Context: an optimization exercise on an open-source flow, tuned for small area, a short achievable clock period and few clock cycles. The choices shown serve that exercise and are no tape-out recipe. In this exercise RTL edits were held to simulation tests only and were not proved equivalent to the original. Power and IR drop assume default switching activity.

==> flow/design.v, too long to show whole: its modules and the start of the top module <==
// module cobra_stream_core: 1431 lines
module cobra_stream_core #(
  parameter int XLEN  = 32,
  parameter int NREGS = 32,
  parameter int SW_W  = 16,
  parameter int PC_W  = 10
) (
  input  logic            clk_i,
  input  logic            rst_ni,
  output logic [PC_W-1:0] pc_o,
  input  logic [31:0]     instr_i,
  input  logic [SW_W-1:0] sw_i,
  input  logic            sw_valid_i,
  output logic            sw_ready_o,
  output logic [XLEN-1:0] out_o,
  output logic            out_valid_o,
  input  logic            out_ready_i,
  output logic            halted_o
);
  // ...
==> flow/flow/run.sh <==
#!/bin/bash
# The standard layout (the standard.sh, unchanged synthesis, floorplan, power grid,
# placement, CTS and routing) with one change: timing repair aims for a setup slack of
# SETUP_SLACK_MARGIN ns instead of 0, so it keeps improving paths below the clock period.
# The SDC and the clock period are the standard flow's, untouched.
set -o pipefail
cd "$(dirname "$0")/.."
MARGIN=$(cat flow/margin.txt)
bash standard.sh SETUP_SLACK_MARGIN="$MARGIN" finish > flow_make.log 2>&1
==> flow/flow/margin.txt <==
10.4
==> flow/standard.sh <==
#!/bin/bash
# synth_recipe.tcl (not shown) runs the flow's synth.tcl, then flattens the netlist and writes it again
# the make line also repeats each setting of config.mk as NAME=value (left out here)
make -C /OpenROAD-flow-scripts/flow DESIGN_CONFIG=/design/flow/config.mk WORK_HOME=/design/flow/orfs CLKGATE_MAP_FILE= SYNTH_SCRIPT=/design/flow/synth_recipe.tcl "${@:-finish}"
==> flow/config.mk <==
export PLATFORM = sky130hd
export DESIGN_NAME = cobra_stream_core
export DESIGN_NICKNAME = cobra_stream_core
export VERILOG_FILES = /design/flow/design.v
export SDC_FILE = /design/flow/constraint.sdc
export NUM_CORES = 4
export LEC_CHECK = 0
export CAP_MARGIN = 20
export CORE_MARGIN = 2
export CORE_UTILIZATION = 45
export CTS_BUF_LIST = sky130_fd_sc_hd__clkbuf_16
export CTS_CLUSTER_DIAMETER = 60
export CTS_CLUSTER_SIZE = 22
export PLACE_DENSITY = 0.55
export SLEW_MARGIN = 20
==> flow/constraint.sdc <==
create_clock -name core_clock -period 15.0 [get_ports {clk_i}]
set_input_delay 3.0000 -clock core_clock [delete_from_list [all_inputs] [get_ports {clk_i}]]
set_output_delay 3.0000 -clock core_clock [all_outputs]
set_load 0.01 [all_outputs]
==> results.yml, run 1 <==
yosys:
  syn-num-nets: 7070
  synth-xor-area-share: 0.0217
  yosysTopAreaCell: "edfxtp_1"
  ys_types: 94
  ys_seq_area_frac: 0.498
  synth_top_area_frac: 0.445
  syn_area_per_cell_um2: 11.2
  synth_edf_count: 1105
  async_reset_ff_frac: 0.0655
setup_path:
  reg2regPathDepth: 11
  crit_path_end: "opa[24]"
  path_cells: "buf_8 > nor3b_4 > buf_4 > and3_2 > buf_12 > a22o_1 > a221oi_2 > nand4_1 > nor3_4 > a2bb2oi_1 > o31ai_1"
  cp.depth: 11
  r2r_end: "rf[30][24]"
power_and_ir_drop:
  ir_drop_mv: 0.104
  p_switching_w: 0.00214
  pg_comb_w: 0.000782
  seq_power_share: 0.524
  clk-power_w: 0.00297
final_layout:
  final_layout_size_suffix_gt1_frac: 0.186
  largest_reg_flops: 992
  nNonClkBuffers: 602
  syn2layout_area_growth_pct: 18.3
  largest_register: "rf"
  seq_area_frac: 0.421
  fillers: 14100
timing:
  slew_headroom: 0.155
  clock_skew_ns: 0.0772
  setup_tns_ns: 0
  finalSetupViolations: 0
  hold_viol: 0
floorplan:
  die_y_um: 411
placement:
  port_buffers: 96
  dpl.hpwl_um: 221000
detailed_routing:
  ant_nets: 0
  drtIter0Drc: 15300
  wl_met2_um: 161000
  routed_wl_um: 399000
  drc: 0
cts:
  cts_tree: "done"
  cts_hold_buf: 0
run_status:
  outcome: "complete, no violations"
global_routing:
  grt-ovfl-total: 0
Testbench counts, summed over its fixed seeds: cycles 283,099.
==> inputs of run 2 (changes only) <==
--- a/flow/design.v
+++ b/flow/design.v
@@ -1385,33 +1385,33 @@
         e_pred <= ~mispred && pred;
         pc_q   <= mispred ? e_alt : pred ? pc_tgt : pc_seq;
       end
     end
   end
   always_ff @(posedge clk_i) begin
     if (adv) begin
       e_wa    <= wa;
-      e_sub   <= op == OP_BR || fn == 4'd1 || fn == 4'd8 || fn == 4'd9;
       e_isub  <= op == OP_ALU && fn == 4'd1;
       e_add   <= op == OP_ALU && (fn == 4'd0 || fn == 4'd1);
       e_and   <= op == OP_ALU && fn == 4'd2;
       e_or    <= op == OP_ALU && fn == 4'd3;
       e_xor   <= op == OP_ALU && fn == 4'd4;
       e_sh    <= op == OP_ALU && (fn == 4'd5 || fn == 4'd6 || fn == 4'd7);
-      e_left  <= fn == 4'd5;
-      e_arith <= fn == 4'd7;
       e_slt   <= op == OP_ALU && fn == 4'd8;
       e_sltu  <= op == OP_ALU && fn == 4'd9;
-      e_cond  <= cond;
-      e_imm   <= instr_i[22:0];
-      e_alt   <= pred ? pc_seq : pc_tgt;
       opa     <= rd1;
-      opb     <= rd2;
     end
+    e_sub   <= op == OP_BR || fn == 4'd1 || fn == 4'd8 || fn == 4'd9;
+    e_left  <= fn == 4'd5;
+    e_arith <= fn == 4'd7;
+    e_cond  <= cond;
+    e_imm   <= instr_i[22:0];
+    e_alt   <= pred ? pc_seq : pc_tgt;
+    opb     <= rd2;
     m_r0 <= mt_r0;
     m_r1 <= mt_r1;
     m_r2 <= mt_r2;
     m_top <= mt_top;
     if (we) rf[e_wa] <= wdata;
   end
   always_ff @(posedge clk_i or negedge rst_ni) begin
     if (!rst_ni) begin
==> run 2 against run 1 <==
- clock-buffer cell count rose by 2
- non-clock buffer count fell by 36
- largest cell class unchanged
- first-iteration DRC count fell by 6.6%
- area after synthesis fell by 0.86%
- design area fell by 2.1%
- die area fell by 0.85%
- clock power barely moved
- power rose by 54%
- sequential share of layout area rose by 0.16 points
- utilization fell by 0.52 points
==> results.yml, run 2 <==
run_status:
  outcome: "complete, no violations"
timing:
  maxSlewViolCount: 0
  setup_tns_ns: 0
  clock_skew_ns: 0.102
  period_minus_slack_ns: 4.71
  finalSetupViolations: 0
  slew_headroom: 0.185
  holdWs_ns: 0.473
  rsz0062_at_grt: "true"
  fmax_ghz: 0.212
  worstMarginPinSlew_ns: 1.22
  period_share: 0.314
  hold_viol: 0
detailed_routing:
  dr.pass1.iters: 12
  via_per_inst: 7.76
  drc: 0
  drtIter0Drc: 14300
  num_vias: 69000
  routed_wl_um: 400000
  ant_nets: 0
  wl_per_cell_um: 45.0
setup_path:
  crit_path_max_incr_delay_ns: 0.40
  reg2reg_from: "m_r0[13]"
  r2r_end: "opa[16]"
  endpoint_kind: "register"
  cp.arrival_ns: 5.23
  crit_slowest_cell: "nor3_2"
  critical_path_buf_inv_count: 2
  reg2regPathDepth: 12
  crit_family: "simple AND/OR/NAND/NOR gates"
  critPathLaunchType: "primary input"
  cp_max_fo: 32
  required_ns: 15.52
  path_cells: "buf_4 > nor2b_2 > and3_2 > buf_8 > a22o_1 > a221oi_1 > nand4_1 > nor3_2 > a21oi_1"
  critical_path_class: "in -> reg"
  r2r_setup_slack_ns: 10.34
placement:
  dpl.hpwl_um: 227000
  dpl_cell_area_um2: 78400
  place.gp.congestion: 1.03
  port_buffers: 96
worst_hold_path:
  holdPathEnd: "halted_q"
  hold_class: "reg -> reg"
  hold_start: "halted_q"
  holdPathStages: 2
yosys:
  synth_ff_type: "edfxtp_1"
  async_reset_ff_frac: 0.0655
  ys_types: 98
  synth_edf_count: 1037
  syn-num-nets: 7011
  synth_top_area_frac: 0.421
  synth_most_common_cell: "edfxtp_1"
  syn_inst: 6584
  ys_warn_count: 1
  syn_area_per_cell_um2: 11.2
  synth.area.top_cells: "edfxtp_1, a221oi_1, fa_1"
  ys_seq_area_frac: 0.493
  syn-cell-area_um2: 74000
  yosysTopAreaCell: "edfxtp_1"
  synth-seq-cells: 1282
  synth_common_cells: "edfxtp_1, clkbuf_1, a221oi_1"
final_layout:
  final_layout_size_suffix_gt1_frac: 0.180
  design_area_um2: 86400
  fillers: 14000
  largest_register: "rf"
  nets: 7038
  final_cell_mix: "edfxtp_1, a22o_1, nor2_1"
  syn2layout_area_growth_pct: 16.9
  final_common_cell: "edfxtp_1"
  largest_reg_flops: 992
floorplan:
  rows: 148
  coreArea_um2: 163000
  die_y_um: 409
  start_util: 0.454
  dieArea_um2: 168000
  boundaryPins: 97
  die_w_um: 409
power_and_ir_drop:
  ir_drop_mv: 0.120
  internal_power_w: 0.00737
  clkPwrFrac: 0.243
  switching_share: 0.391
  p_leak_nw: 30.5
  power_density_nw_per_um2: 140
  combPwrFrac: 0.380
  power_w: 0.0121
  p_switching_w: 0.00474
  seq_power_share: 0.377
global_routing:
  grt_pass1_vias: 63600
  grt_usage: 0.459
  grt_antenna_before_repair: 27
  grt_max_degree: 94
  grt_pass1_wl_um: 533000
  grt-ovfl-total: 0
cts:
  worst_skew_pair.late_latency_ns: 0.84
  clk_pin_slew_ns: 0.08
  cts_buffer_depth: 3
  cts_tree: "done"
  cts_sinks: 1282
  cts-root-buf: "clkbuf_16"
  htreeDepth: 3
  cts_buffers: 105
run:
  max_cap_viol_count: 0
-- run 2: cell count changes after synthesis, sizes merged, moves of 22 or more --
cell,change
dfxtp,+68
a22oi,-116
nand2,-72
buf,+31
edfxtp,-68
a22o,+63
clkbuf,-30
a21o,-24
a211oi,+22
a221oi,+82
-- run 2: layer usage --
metal / track usage / share of wire / vias up
li1: - / - / 26100
met5: 0.00402 / 0.00041 / -
met1: 0.551 / 0.34 / 33500
met3: 0.174 / 0.15 / 2278
met2: 0.653 / 0.41 / 7125
met4: 0.374 / 0.11 / 22
-- run 2: final cells by class --
type | instances | area, µm² | share of cell area
clock buffers | 106 | 2650 | 0.0307
repair inverters | 9 | 67.6 | 0.000782
flip-flops and latches | 1282 | 36500 | 0.423
multi-input cells | 4394 | 36300 | 0.420
well taps | 2175 | 2720 | 0.0315
repair buffers | 566 | 6130 | 0.0709
inverters | 253 | 1050 | 0.0121
clock inverters | 91 | 986 | 0.0114
diodes | 18 | 45.0 | 0.000521
-- run 2: stage by stage --
stage          setup slack, ns  instances  utilization
2_1_floorplan            10.09       6584            -
3_3_place_gp              8.36       8446        0.481
3_5_place_dp              8.35       8447        0.481
4_1_cts                  10.30       8777        0.520
5_1_grt                  10.34       8881        0.530
6_report                 10.29       8894        0.530
-- run 2: how the worst max path moves through the flow --
stage | endpoint | cells past startpoint | start
CTS | m_r2[30] | 10 | opb[1]
global placement | opa[25] | 9 | instr_i[22]
floorplan | pc_q[8] | 11 | instr_i[18]
finish | opa[30] | 9 | instr_i[20]
detailed placement | opa[25] | 10 | instr_i[22]
global route | opa[15] | 11 | instr_i[21]
-- run 2: repair_timing --
item                                    CTS  global route
setup buffers                           116            86
endpoints found under the setup margin  834           468
hold buffers                              0             0
resized for setup                       457           196
pin swaps                                37            33
gates cloned                             17            12
-- run 2: kinds of logic (layout without fill, tap and decap cells) --
group | Yosys count | in the layout | share of synthesized area
flip-flops | 1282 | 1282 | 0.493
XOR/XNOR | 183 | 183 | 0.0217
AND/OR/NAND/NOR | 1273 | 1277 | 0.0817
multiplexers | 176 | 176 | 0.0314
AO/OA/AOI/OAI | 2378 | 2382 | 0.241
other | 0 | 18 | 0
adder cells (fa/ha/maj) | 376 | 376 | 0.0837
buffers and inverters | 916 | 1025 | 0.0476
-- run 2: power groups by stage --
| stage | Sequential, W | Clock [W] | Combinational [W] |
|---|---|---|---|
| final | 0.00457 | 0.00294 | 0.00460 |
| after global routing | 0.00457 | 0.00309 | 0.00489 |
| after CTS | 0.00455 | 0.00295 | 0.00435 |
| after detailed placement | 0.00464 | 0 | 0.00413 |
| after global placement | 0.00464 | 0 | 0.00410 |
| after floorplan | 0.00451 | 0 | 0.00269 |
-- run 2: worst min-delay path, delay by kind of cell (launching register included) --
| kind | cells | cell delay [ns] |
|---|---|---|
| simple gates | 1 | 0.05 |
| buf+inv | 1 | 0.04 |
| flops | 1 | 0.35 |
Testbench counts of run 2, summed over its fixed seeds: cycles 283,099.
==> inputs of run 3 (changes only) <==
--- a/flow/config.mk
+++ b/flow/config.mk
@@ -9,3 +9,3 @@
 export CORE_MARGIN = 2
-export CORE_UTILIZATION = 45
+export CORE_UTILIZATION = 35
 export CTS_BUF_LIST = sky130_fd_sc_hd__clkbuf_16
@@ -13,3 +13,3 @@
 export CTS_CLUSTER_SIZE = 22
-export PLACE_DENSITY = 0.55
+export PLACE_DENSITY = 0.45
 export SLEW_MARGIN = 20
==> run 3 against run 2 <==
- sequential share of layout area down 0.49 points
- via count down 1.9%
- first-iteration DRC count down 11%
- largest cell class unchanged
- hold slack better by 0.0016 ns
==> results.yml, run 3 <==
run_status:
  outcome: "complete, no violations"
power_and_ir_drop:
  ir_drop_mv: 0.117
  combPwrFrac: 0.373
  internal_power_w: 0.00747
  p_switching_w: 0.00475
  power_density_nw_per_um2: 140
  power_w: 0.0122
  clkPwrFrac: 0.254
  p_leak_nw: 30.5
  seq_power_share: 0.374
  switching_share: 0.388
detailed_routing:
  num_vias: 67700
  via_per_inst: 7.12
  dr.pass1.iters: 11
  wl_per_cell_um: 44.4
  routed_wl_um: 422000
  drc: 0
  drtIter0Drc: 12800
  ant_nets: 0
timing:
  setup_tns_ns: 0
  period_share: 0.317
  worstMarginPinSlew_ns: 1.24
  maxSlewViolCount: 0
  rsz0062_at_grt: "true"
  finalSetupViolations: 0
  fmax_ghz: 0.211
  hold_viol: 0
  clock_skew_ns: 0.126
  slew_headroom: 0.174
  period_minus_slack_ns: 4.75
setup_path:
  path_cells: "buf_6 > nor3b_2 > and3_2 > buf_6 > buf_12 > a22o_1 > a221oi_2 > nand4_1 > nor3_2 > a21oi_1"
  endpoint_kind: "register"
  worst_path_most_repeated_cell: "buf_6"
  critPathLaunchType: "primary input"
  required_ns: 15.52
  cp.arrival_ns: 5.27
  critical_path_class: "in -> reg"
  crit_path_max_incr_delay_ns: 0.37
  cp_max_fo: 17
  crit_slowest_cell: "nor3_2"
yosys:
  synth-seq-cells: 1282
  synth_compound_area_frac: 0.241
  synth_top_area_frac: 0.421
  synth-xor-area-share: 0.0217
  syn_inst: 6584
  async_reset_ff_frac: 0.0655
  ys_seq_area_frac: 0.493
  synth_most_common_cell: "edfxtp_1"
  synth_ff_type: "edfxtp_1"
  syn_area_per_cell_um2: 11.2
  ys_warn_count: 1
  synthMuxAreaShare: 0.0314
  ys_types: 98
  yosysTopAreaCell: "edfxtp_1"
  synth_common_cells: "edfxtp_1, clkbuf_1, a221oi_1"
  synth_edf_count: 1037
  synth.area.top_cells: "edfxtp_1, a221oi_1, fa_1"
  synth-simple-area-share: 0.0817
  syn-num-nets: 7011
  syn-cell-area_um2: 74000
  synth_top_family_by_area: "compound AO/OA/AOI/OAI gates"
  synth_fa_ha_area_frac: 0.0837
floorplan:
  die_w_um: 464
  boundaryPins: 97
  start_util: 0.353
  coreArea_um2: 210000
  rows: 168
  dieArea_um2: 215000
  die_y_um: 464
cts:
  htreeDepth: 3
  cts-root-buf: "clkbuf_16"
  cts_sinks: 1282
  cts_tree: "done"
  worst_skew_pair.late_latency_ns: 0.85
  cts_buffers: 111
  clk_pin_slew_ns: 0.07
  cts_buffer_depth: 3
global_routing:
  grt_usage: 0.376
  grt_max_degree: 74
  grt_antenna_before_repair: 13
  grt-ovfl-total: 0
  grt_pass1_wl_um: 559000
  grt_pass1_vias: 63100
final_layout:
  largest_reg_flops: 992
  syn2layout_area_growth_pct: 18.3
  final_common_cell: "edfxtp_1"
  final_cell_mix: "edfxtp_1, a22o_1, nor2_1"
  final_layout_size_suffix_gt1_frac: 0.184
  nets: 7023
  largest_register: "rf"
  fillers: 19900
worst_hold_path:
  hold_class: "reg -> reg"
run:
  max_cap_viol_count: 0
placement:
  port_buffers: 96
  place.gp.congestion: 0.985
  dpl.hpwl_um: 247000
[run 3: cell counts after synthesis]
Identical to the previous run, type by type.
[run 3: per-stage QoR]
step	utilization	instances	hold WS [ns]	setup WS [ns]	cell area [µm²]
final	0.417	9507	0.475	10.25	87500
after global routing	0.417	9498	0.508	10.15	87500
after CTS	0.411	9442	0.480	10.33	86300
after detailed placement	0.378	9083	0.466	8.15	79300
after global placement	0.378	9083	0.460	8.20	79300
after floorplan	-	6584	0.350	10.09	76100
[run 3: routing by layer]
| metal | global-route usage | up-vias | wire length (µm) |
|---|---|---|---|
| met3 | 0.107 | 1823 | 51200 |
| li1 | - | 26000 | - |
| met4 | 0.262 | 12 | 38600 |
| met2 | 0.571 | 6001 | 181000 |
| met5 | 0.00579 | - | 219 |
| met1 | 0.461 | 33800 | 151000 |
[run 3: final timing paths]
kind                                  start  endpoint  slack, ns  cells past startpoint
worst min-delay path               halted_q  halted_q       0.47                      2
min in group asynchronous            rst_ni   pc_q[9]       2.17                      1
worst max register to register       opa[9]  m_r1[31]      10.39                     17
worst max-delay path            instr_i[18]   opa[31]      10.25                     10
worst min register to register     halted_q  halted_q       0.47                      2
max in group asynchronous            rst_ni     e_mul      11.72                      2
[run 3: worst max-delay path: cells and delay by family]
| kind | cells | cell delay [ns] |
|---|---|---|
| AND/OR/NAND/NOR | 4 | 0.93 |
| buffers and inverters | 3 | 0.57 |
| AO/OA/AOI/OAI | 3 | 0.60 |
[run 3: cell type report]
class | count | area, µm² | area share
diodes | 11 | 27.5 | 0.000315
clock buffers | 113 | 2830 | 0.0323
repair buffers | 549 | 6050 | 0.0692
flip-flops and latches | 1282 | 36500 | 0.418
multi-input cells | 4388 | 36300 | 0.415
well taps | 2805 | 3510 | 0.0401
inverters | 253 | 1050 | 0.0120
repair inverters | 11 | 82.6 | 0.000944
clock inverters | 95 | 1060 | 0.0121
[run 3: cell families after synthesis]
| kind of cell | after synthesis |
|---|---|
| AND/OR/NAND/NOR | 1273 |
| flip-flops | 1282 |
| XOR/XNOR | 183 |
| AO/OA/AOI/OAI | 2378 |
| multiplexers | 176 |
| adder cells (fa/ha/maj) | 376 |
| buffers and inverters | 916 |
[run 3: power by group through the flow]
stage	Sequential (W)	Combinational, W	Clock [W]
final	0.00457	0.00455	0.00310
after global routing	0.00458	0.00488	0.00326
after CTS	0.00456	0.00439	0.00313
after detailed placement	0.00465	0.00418	0
after global placement	0.00465	0.00418	0
after floorplan	0.00451	0.00269	0
[run 3: timing repair]
action                                  4_1_cts  5_1_grt
buffers inserted                            129       46
gates resized for setup                     496      151
gates cloned                                 22        8
pin swaps                                    38       33
endpoints found under the setup margin      987      429
hold buffers                                  0        0
==> inputs of run 4 (changes only) <==
==> flow/flow/margin.txt (replaced) <==
10.3
--- a/flow/config.mk
+++ b/flow/config.mk
@@ -9,7 +9,7 @@
 export CORE_MARGIN = 2
-export CORE_UTILIZATION = 35
-export CTS_BUF_LIST = sky130_fd_sc_hd__clkbuf_16
-export CTS_CLUSTER_DIAMETER = 60
-export CTS_CLUSTER_SIZE = 22
-export PLACE_DENSITY = 0.45
+export CORE_UTILIZATION = 45
+export CTS_BUF_LIST = sky130_fd_sc_hd__clkbuf_8
+export CTS_CLUSTER_DIAMETER = 40
+export CTS_CLUSTER_SIZE = 12
+export PLACE_DENSITY = 0.55
 export SLEW_MARGIN = 20
==> run 4 against run 3 <==
- clock power decreased by 2%
- sequential cell count unchanged
- via count increased by 0.65%
- sequential power about the same
- die area decreased by 22%
- clock skew decreased by 0.026 ns
- design area decreased by 3.0%
- highest routed layer unchanged
- still clean
- critical endpoint is now opb[3]
- register-to-register slack got worse by 0.08 ns
==> results.yml, run 4 <==
run_status:
  outcome: "complete, no violations"
final_layout:
  final_common_cell: "edfxtp_1"
  largest_reg_flops: 992
  final_cell_mix: "edfxtp_1, a22o_1, nor2_1"
  fillers: 14300
  nets: 6979
  syn2layout_area_growth_pct: 14.7
  final_layout_size_suffix_gt1_frac: 0.173
  largest_register: "rf"
cts:
  clk_pin_slew_ns: 0.07
  htreeDepth: 4
  cts_sinks: 1282
  cts_buffers: 179
  cts_tree: "done"
  worst_skew_pair.late_latency_ns: 1.03
  cts_hold_buf: 0
  cts_buffer_depth: 3
  cts-root-buf: "clkbuf_8"
floorplan:
  rows: 148
  boundaryPins: 97
  die_y_um: 409
  start_util: 0.454
  coreArea_um2: 163000
  die_w_um: 409
  dieArea_um2: 168000
setup_path:
  endpoint_kind: "register"
  cp_max_fo: 20
  critical_path_class: "in -> reg"
  critPathLaunchType: "primary input"
  reg2regPathDepth: 12
  cp.arrival_ns: 5.67
  required_ns: 15.87
run:
  max_cap_viol_count: 0
yosys:
  synth_top_area_frac: 0.421
  ys_types: 98
  synth_edf_count: 1037
  synth.area.top_cells: "edfxtp_1, a221oi_1, fa_1"
  synth_ff_type: "edfxtp_1"
  synth-seq-cells: 1282
  synth_common_cells: "edfxtp_1, clkbuf_1, a221oi_1"
  ys_warn_count: 1
  synth_most_common_cell: "edfxtp_1"
  async_reset_ff_frac: 0.0655
  syn-num-nets: 7011
  syn-cell-area_um2: 74000
  ys_seq_area_frac: 0.493
  yosysTopAreaCell: "edfxtp_1"
  syn_inst: 6584
  syn_area_per_cell_um2: 11.2
timing:
  maxSlewViolCount: 0
  timing.final.ws_setup_ns: 10.21
  setup_tns_ns: 0
  worstMarginPinSlew_ns: 1.24
  hold_viol: 0
  fmax_ghz: 0.209
  clock_skew_ns: 0.0995
  period_share: 0.320
  rsz0062_at_grt: "true"
  period_minus_slack_ns: 4.79
  slew_headroom: 0.167
  finalSetupViolations: 0
global_routing:
  grt_pass1_wl_um: 517000
  grt_pass1_vias: 63300
  grt-ovfl-total: 0
  grt_usage: 0.442
  grt_antenna_before_repair: 19
  grt_max_degree: 78
detailed_routing:
  ant_nets: 0
  via_per_inst: 7.66
  drtIter0Drc: 15100
  wl_per_cell_um: 43.2
  drc: 0
  routed_wl_um: 384000
  dr.pass1.iters: 17
  num_vias: 68100
placement:
  port_buffers: 96
  pre_cts_ws_ns: 8.46
  place.gp.congestion: 1.00
  dpl.hpwl_um: 223000
worst_hold_path:
  hold_class: "reg -> reg"
  holdPathStages: 2
power_and_ir_drop:
  p_leak_nw: 29.8
  power_density_nw_per_um2: 143
  ir_drop_mv: 0.103
-- run 4: cell counts after synthesis --
Identical to the previous run, type by type.
-- run 4: routing by layer --
layer / track usage / routed length [µm] / up-vias
li1: - / - / 26000
met1: 0.544 / 130000 / 33100
met2: 0.641 / 158000 / 6801
met3: 0.159 / 58000 / 2171
met4: 0.318 / 37700 / 20
met5: 0.00661 / 255 / -
-- run 4: final cells by class --
class	count	area (µm²)	area share
timing repair buffer	439	4630	0.0546
tap	2175	2720	0.0321
timing repair inverter	8	60.1	0.000708
clock buffer	191	2630	0.0310
multi-input combinational	4389	35900	0.423
inverter	253	1020	0.0121
sequential	1282	36500	0.431
antenna	11	27.5	0.000324
clock inverter	139	1310	0.0155
-- run 4: timing repair --
action / CTS / global route
pin swaps: 11 / 17
resized for setup: 332 / 232
gates cloned: 15 / 5
endpoints found under the setup margin: 677 / 546
setup buffers: 42 / 44
-- run 4: cells by family (layout without fill, tap and decap cells) --
kind of cell | Yosys count | in the layout | synth area share
compound gates | 2378 | 2381 | 0.241
other cells | 0 | 11 | 0
buf+inv | 916 | 1030 | 0.0476
flops | 1282 | 1282 | 0.493
xor+xnor | 183 | 183 | 0.0217
mux | 176 | 176 | 0.0314
simple gates | 1273 | 1273 | 0.0817
fa+ha+maj | 376 | 376 | 0.0837
-- run 4: worst paths after layout --
check	endpoint	slack, ns	startpoint
max in group asynchronous	pc_q[7]	11.90	rst_ni
min in group asynchronous	rf_vld[9]	1.92	rst_ni
max reg2reg	rf[12][12]	10.31	opb[5]
min	out_q[23]	0.48	out_q[23]
max	opb[3]	10.21	instr_i[14]
min reg2reg	out_q[23]	0.48	out_q[23]
-- run 4: report_power, final --
| part | switching, W | internal, W |
|---|---|---|
| Clock | 0.00158 | 0.00146 |
| Combinational | 0.00291 | 0.00160 |
| Sequential | 0.000236 | 0.00433 |
-- run 4: stage by stage --
stage / total power (W) / utilization / area, µm² / hold slack (ns) / std cells
floorplan: 0.00720 / - / 75700 / 0.350 / 6584
CTS: 0.0119 / 0.513 / 83700 / 0.480 / 8826
global route: 0.0126 / 0.521 / 84800 / 0.517 / 8880
detailed placement: 0.00875 / 0.480 / 78200 / 0.469 / 8439
finish: 0.0121 / 0.521 / 84800 / 0.475 / 8887
global placement: 0.00872 / 0.480 / 78100 / 0.462 / 8438
-- run 4: critical path, cell delays in order --
cell and delay [ns]:
clkdlybuf4s50_1 0.45, buf_12 0.18, nor3b_2 0.19, and3_4 0.38
buf_8 0.28, a221oi_1 0.35, nand4_1 0.17, nor3_2 0.48
a21oi_1 0.16

what the ideal ports hide:
No port has a modelled driver above. Below, the same layouts with a new extraction and two added sets of constraints.
Step 1 assumes that a clkbuf_16 drives the clock port and a buf_2 every other input.
Step 2, shift: input delay + t, output delay - t, t = (earliest + latest rising clock arrival at the registers) / 2. This alone moves slack from input paths to output paths.
a / b / c = ideal / step 1 / step 2; a / b = the first two.
run | t, ns | setup slack, ns | worst slew at a driven data input, ns
run 1 | 0.853 | 10.200 / 10.204 / 9.350 | 0.19
run 2 | 0.883 | 10.289 / 10.342 / 9.479 | 0.06
run 3 | 0.877 | 10.251 / 10.310 / 9.433 | 0.10
run 4 | 1.082 | 10.205 / 10.259 / 9.194 | 0.08
After both steps every run listed still meets setup and hold. For run 4, which loses most, drivers alone change the setup slack by +0.054 ns; drivers and shift together by -1.011 ns.
